Context: an optimization exercise on an open-source flow, tuned for a short achievable clock period and few clock cycles per item. The choices shown serve that exercise and are no tape-out recipe.
In this exercise RTL edits were held to simulation tests only and were not proved equivalent to the original.
Power is estimated from default activity; no workload was simulated.

==> flow/design.v <==
module dcacheread_responder (
  input  logic        clk,
  input  logic        rst_n,
  input  logic        dcacheread_do,
  output logic        dcacheread_done,
  input  logic [3:0]  dcacheread_length,
  input  logic        dcacheread_cache_disable,
  input  logic [31:0] dcacheread_address,
  output logic [63:0] dcacheread_data,
  input  logic        dcache_invalidate,
  output logic        readburst_do,
  output logic [31:0] readburst_address,
  input  logic        readburst_data_valid,
  input  logic [31:0] readburst_data,
  input  logic        readburst_done
);
  logic        busy_q;             
  logic        done_q;             
  logic        rdo_q;              
  logic        more_q;             
  logic        line_q;             
  logic        cd_q;
  logic [1:0]  beat_q;
  logic [27:0] baddr_q;            
  logic [3:0]  off_q;              
  logic [7:0]  cn_q [8][4];        
  logic [3:0]  n_q;                
  logic [27:0] raddr_q;            
  logic [15:0]  valid_q;
  logic [23:0]  tag_q [16];
  logic [23:0]  tag0m1_q;          
  logic [2047:0] arr_q;            
  logic [63:0] we_q;               
  logic [31:0] wd_q;
  logic        inc_q;              
  logic        last_q;             
  logic [31:0] a;
  logic [3:0]  n;
  logic        need2, hit1, hit2, miss1, miss2, start;
  logic [15:0] match, match2, dhi;
  logic [3:0]  dmid;
  logic [7:0]  cd [11];
  assign a = dcacheread_address;
  assign n = dcacheread_length > 4'd8 ? 4'd8 : dcacheread_length;
  assign need2 = {1'b0, a[3:0]} + {1'b0, n} > 5'd16;
  always_comb begin
    for (int i = 0; i < 16; i++) begin
      match[i] = valid_q[i] && tag_q[i] == a[31:8];
      dhi[i] = a[7:4] == 4'(i);
    end
    for (int i = 0; i < 15; i++) match2[i] = match[i+1];
    match2[15] = valid_q[0] && tag0m1_q == a[31:8];
    hit1 = |(dhi & match);
    hit2 = |(dhi & match2);
  end
  assign miss1 = dcacheread_cache_disable || dcache_invalidate || !hit1;
  assign miss2 = need2 && (dcacheread_cache_disable || dcache_invalidate || !hit2);
  assign start = dcacheread_do && !busy_q;
  logic [183:0] win;
  always_comb begin
    win = '0;
    for (int i = 0; i < 16; i++)
      win = win | ({184{dhi[i]}} & {arr_q[128*((i+1)%16) +: 56], arr_q[128*i +: 128]});
    for (int m = 0; m < 4; m++) dmid[m] = a[3:2] == 2'(m);
    for (int t = 0; t < 11; t++) begin
      cd[t] = '0;
      for (int m = 0; m < 4; m++) cd[t] = cd[t] | ({8{dmid[m]}} & win[8*(4*m + t) +: 8]);
    end
  end
  logic       fill_done, beat;
  logic [4:0] o [11];
  assign beat = rdo_q && readburst_data_valid;
  assign fill_done = rdo_q && readburst_done;
  always_comb for (int t = 0; t < 11; t++) o[t] = {1'b0, off_q[3:2], 2'b00} + 5'(t);
  always_ff @(posedge clk or negedge rst_n) begin
    if (!rst_n) begin
      busy_q <= 1'b0;
      done_q <= 1'b0;
      rdo_q <= 1'b0;
      more_q <= 1'b0;
      line_q <= 1'b0;
      beat_q <= '0;
      valid_q <= '0;
      we_q <= '0;
      inc_q <= 1'b0;
      last_q <= 1'b0;
      baddr_q <= '0;
      raddr_q <= '0;
      for (int k = 0; k < 8; k++) for (int m = 0; m < 4; m++) cn_q[k][m] <= '0;
    end else begin
      done_q <= 1'b0;
      inc_q <= 1'b0;
      for (int w = 0; w < 64; w++) we_q[w] <= beat && !cd_q && {baddr_q[3:0], beat_q} == 6'(w);
      if (start) begin
        busy_q <= 1'b1;
        beat_q <= '0;
        if (n == 4'd0 || (!miss1 && !miss2)) begin
          done_q <= 1'b1;
        end else begin
          rdo_q <= miss1;
          inc_q <= !miss1;
          line_q <= !miss1;
          more_q <= miss1 && miss2;
        end
      end else if (done_q) begin
        busy_q <= 1'b0;
      end
      if (inc_q) rdo_q <= 1'b1;
      if (beat) beat_q <= beat_q + 2'd1;
      if (beat && beat_q == 2'd3 && !more_q) last_q <= 1'b1;
      if (fill_done) begin
        beat_q <= '0;
        last_q <= 1'b0;
        if (more_q) begin
          more_q <= 1'b0;
          line_q <= 1'b1;
        end else begin
          rdo_q <= 1'b0;
          if (last_q) busy_q <= 1'b0;
          else done_q <= 1'b1;
        end
      end
      if (!busy_q) begin
        raddr_q <= a[31:4];
        for (int k = 0; k < 8; k++)
          for (int m = 0; m < 4; m++) cn_q[k][m] <= a[1:0] == 2'(m) && 4'(k) < n ? ~cd[k+m] : 8'hff;
      end
      if (start) baddr_q <= a[31:4];
      if (inc_q || (fill_done && more_q)) begin
        baddr_q <= baddr_q + 28'd1;
        raddr_q <= baddr_q + 28'd1;
      end
      if (beat) begin
        for (int k = 0; k < 8; k++)
          for (int m = 0; m < 4; m++)
            if (off_q[1:0] == 2'(m) && 4'(k) < n_q && o[k+m][4] == line_q && o[k+m][3:2] == beat_q)
              cn_q[k][m] <= ~readburst_data[8*((k+m)%4) +: 8];
      end
      if (dcache_invalidate) valid_q <= '0;
      if (fill_done && !cd_q) valid_q[baddr_q[3:0]] <= 1'b1;
    end
  end
  always_ff @(posedge clk) begin
    if (!busy_q) begin
      cd_q <= dcacheread_cache_disable;
      off_q <= a[3:0];
      n_q <= n;
    end
    if (fill_done && !cd_q) begin
      tag_q[baddr_q[3:0]] <= baddr_q[27:4];
      if (baddr_q[3:0] == 4'd0) tag0m1_q <= baddr_q[27:4] - 24'd1;
    end
    wd_q <= readburst_data;
    for (int w = 0; w < 64; w++) if (we_q[w]) arr_q[32*w +: 32] <= wd_q;
  end
  assign dcacheread_done = done_q || (last_q && readburst_done);
  always_comb
    for (int k = 0; k < 8; k++) begin
      dcacheread_data[8*k +: 8] = ~(cn_q[k][0] & cn_q[k][1] & cn_q[k][2] & cn_q[k][3]);
    end
  assign readburst_do = rdo_q;
  assign readburst_address = {raddr_q, 4'b0};
endmodule
==> flow/config.mk <==
export PLATFORM = sky130hd
export DESIGN_NAME = dcacheread_responder
export DESIGN_NICKNAME = dcacheread_responder
export VERILOG_FILES = /design/flow/design.v
export SDC_FILE = /design/flow/constraint.sdc
export NUM_CORES = 4
export LEC_CHECK = 0
export ABC_CLOCK_PERIOD_IN_PS = 2500
export CAP_MARGIN = 20
export CORE_MARGIN = 2
export CORE_UTILIZATION = 45
export SETUP_SLACK_MARGIN = 3.0
export SLEW_MARGIN = 20
==> flow/constraint.sdc <==
create_clock -name core_clock -period 6.0 [get_ports {clk}]
set_input_delay 1.2000 -clock core_clock [delete_from_list [all_inputs] [get_ports {clk}]]
set_output_delay 1.2000 -clock core_clock [all_outputs]
set_load 0.01 [all_outputs]
run.sh (not shown) runs the stock make flow with config.mk's settings and CLKGATE_MAP_FILE= SYNTH_SCRIPT=/design/flow/synth_recipe.tcl, a recipe that flattens the netlist after the stock synthesis.
The starting point finished clean.
Testbench counts at the start, summed over its fixed seeds: cycles 21,438, items 4,800.
Then changed:
--- a/flow/design.v
+++ b/flow/design.v
@@ -23,9 +23,8 @@
   logic [1:0]  beat_q;
   logic [27:0] baddr_q;            
   logic [3:0]  off_q;              
-  logic [7:0]  cn_q [8][4];        
-  logic [3:0]  n_q;                
-  logic [27:0] raddr_q;            
+  logic [7:0]  c_q [11];           
+  logic [3:0]  sel_q [8];          
   logic [15:0]  valid_q;
   logic [23:0]  tag_q [16];
   logic [23:0]  tag0m1_q;          
@@ -33,7 +32,6 @@
   logic [63:0] we_q;               
   logic [31:0] wd_q;
   logic        inc_q;              
-  logic        last_q;             
   logic [31:0] a;
   logic [3:0]  n;
   logic        need2, hit1, hit2, miss1, miss2, start;
@@ -83,10 +81,9 @@
       valid_q <= '0;
       we_q <= '0;
       inc_q <= 1'b0;
-      last_q <= 1'b0;
       baddr_q <= '0;
-      raddr_q <= '0;
-      for (int k = 0; k < 8; k++) for (int m = 0; m < 4; m++) cn_q[k][m] <= '0;
+      for (int t = 0; t < 11; t++) c_q[t] <= '0;
+      for (int k = 0; k < 8; k++) sel_q[k] <= '0;
     end else begin
       done_q <= 1'b0;
       inc_q <= 1'b0;
@@ -107,34 +104,26 @@
       end
       if (inc_q) rdo_q <= 1'b1;
       if (beat) beat_q <= beat_q + 2'd1;
-      if (beat && beat_q == 2'd3 && !more_q) last_q <= 1'b1;
       if (fill_done) begin
         beat_q <= '0;
-        last_q <= 1'b0;
         if (more_q) begin
           more_q <= 1'b0;
           line_q <= 1'b1;
         end else begin
           rdo_q <= 1'b0;
-          if (last_q) busy_q <= 1'b0;
-          else done_q <= 1'b1;
+          done_q <= 1'b1;
         end
       end
       if (!busy_q) begin
-        raddr_q <= a[31:4];
+        baddr_q <= a[31:4];
+        for (int t = 0; t < 11; t++) c_q[t] <= cd[t];
         for (int k = 0; k < 8; k++)
-          for (int m = 0; m < 4; m++) cn_q[k][m] <= a[1:0] == 2'(m) && 4'(k) < n ? ~cd[k+m] : 8'hff;
+          for (int m = 0; m < 4; m++) sel_q[k][m] <= a[1:0] == 2'(m) && 4'(k) < n;
       end
-      if (start) baddr_q <= a[31:4];
-      if (inc_q || (fill_done && more_q)) begin
-        baddr_q <= baddr_q + 28'd1;
-        raddr_q <= baddr_q + 28'd1;
-      end
+      if (inc_q || (fill_done && more_q)) baddr_q <= baddr_q + 28'd1;
       if (beat) begin
-        for (int k = 0; k < 8; k++)
-          for (int m = 0; m < 4; m++)
-            if (off_q[1:0] == 2'(m) && 4'(k) < n_q && o[k+m][4] == line_q && o[k+m][3:2] == beat_q)
-              cn_q[k][m] <= ~readburst_data[8*((k+m)%4) +: 8];
+        for (int t = 0; t < 11; t++)
+          if (o[t][4] == line_q && o[t][3:2] == beat_q) c_q[t] <= readburst_data[8*(t%4) +: 8];
       end
       if (dcache_invalidate) valid_q <= '0;
       if (fill_done && !cd_q) valid_q[baddr_q[3:0]] <= 1'b1;
@@ -144,7 +133,6 @@
     if (!busy_q) begin
       cd_q <= dcacheread_cache_disable;
       off_q <= a[3:0];
-      n_q <= n;
     end
     if (fill_done && !cd_q) begin
       tag_q[baddr_q[3:0]] <= baddr_q[27:4];
@@ -153,11 +141,13 @@
     wd_q <= readburst_data;
     for (int w = 0; w < 64; w++) if (we_q[w]) arr_q[32*w +: 32] <= wd_q;
   end
-  assign dcacheread_done = done_q || (last_q && readburst_done);
+  assign dcacheread_done = done_q;
   always_comb
     for (int k = 0; k < 8; k++) begin
-      dcacheread_data[8*k +: 8] = ~(cn_q[k][0] & cn_q[k][1] & cn_q[k][2] & cn_q[k][3]);
+      dcacheread_data[8*k +: 8] = '0;
+      for (int m = 0; m < 4; m++)
+        dcacheread_data[8*k +: 8] = dcacheread_data[8*k +: 8] | ({8{sel_q[k][m]}} & c_q[k+m]);
     end
   assign readburst_do = rdo_q;
-  assign readburst_address = {raddr_q, 4'b0};
+  assign readburst_address = {baddr_q, 4'b0};
 endmodule
The changed run completed with no timing, DRC or antenna violations; final cell count decreases by 6.8%; setup slack improves by 79 ps; power goes down by 4.7%; routed wire length shrinks by 7.0%; die area drops by 5.8%.
Testbench counts after the change, summed over its fixed seeds: cycles 22,386, items 4,800.

## re-timing with driven ports
No port has a modelled driver above. Below, the same layouts with a new extraction and two added sets of constraints.
Step 1, drivers: a clkbuf_16 drives clk and a buf_2 each remaining input, both assumed.
Step 2 adds t to the input delays and takes it off the output delays; t is the mean of the earliest and latest rising clock arrival at the registers after step 1. Input paths then give back, and output paths get back, about the clock's delay inside the block.
Slacks: no drivers / after step 1 / after step 2; pairs: no drivers / after step 1.
| run | shift t [ns] | setup slack, ns | worst hold slack (ns) | slew at the worst register clock pin (ns) | cell pins on the clock port's net |
|---|---|---|---|---|---|
| the first run | 1.033 | 2.618 / 2.491 / 1.458 | 0.301 / 0.268 / 0.489 | 0.07 / 0.07 | 1 |
| the second run | 1.015 | 2.697 / 2.611 / 1.719 | 0.288 / 0.258 / 0.493 | 0.07 / 0.07 | 1 |
After both steps setup and hold are still met in every run listed. The setup slack of the first run, which loses most, moves by -0.127 ns with the drivers and by -1.160 ns with both steps.
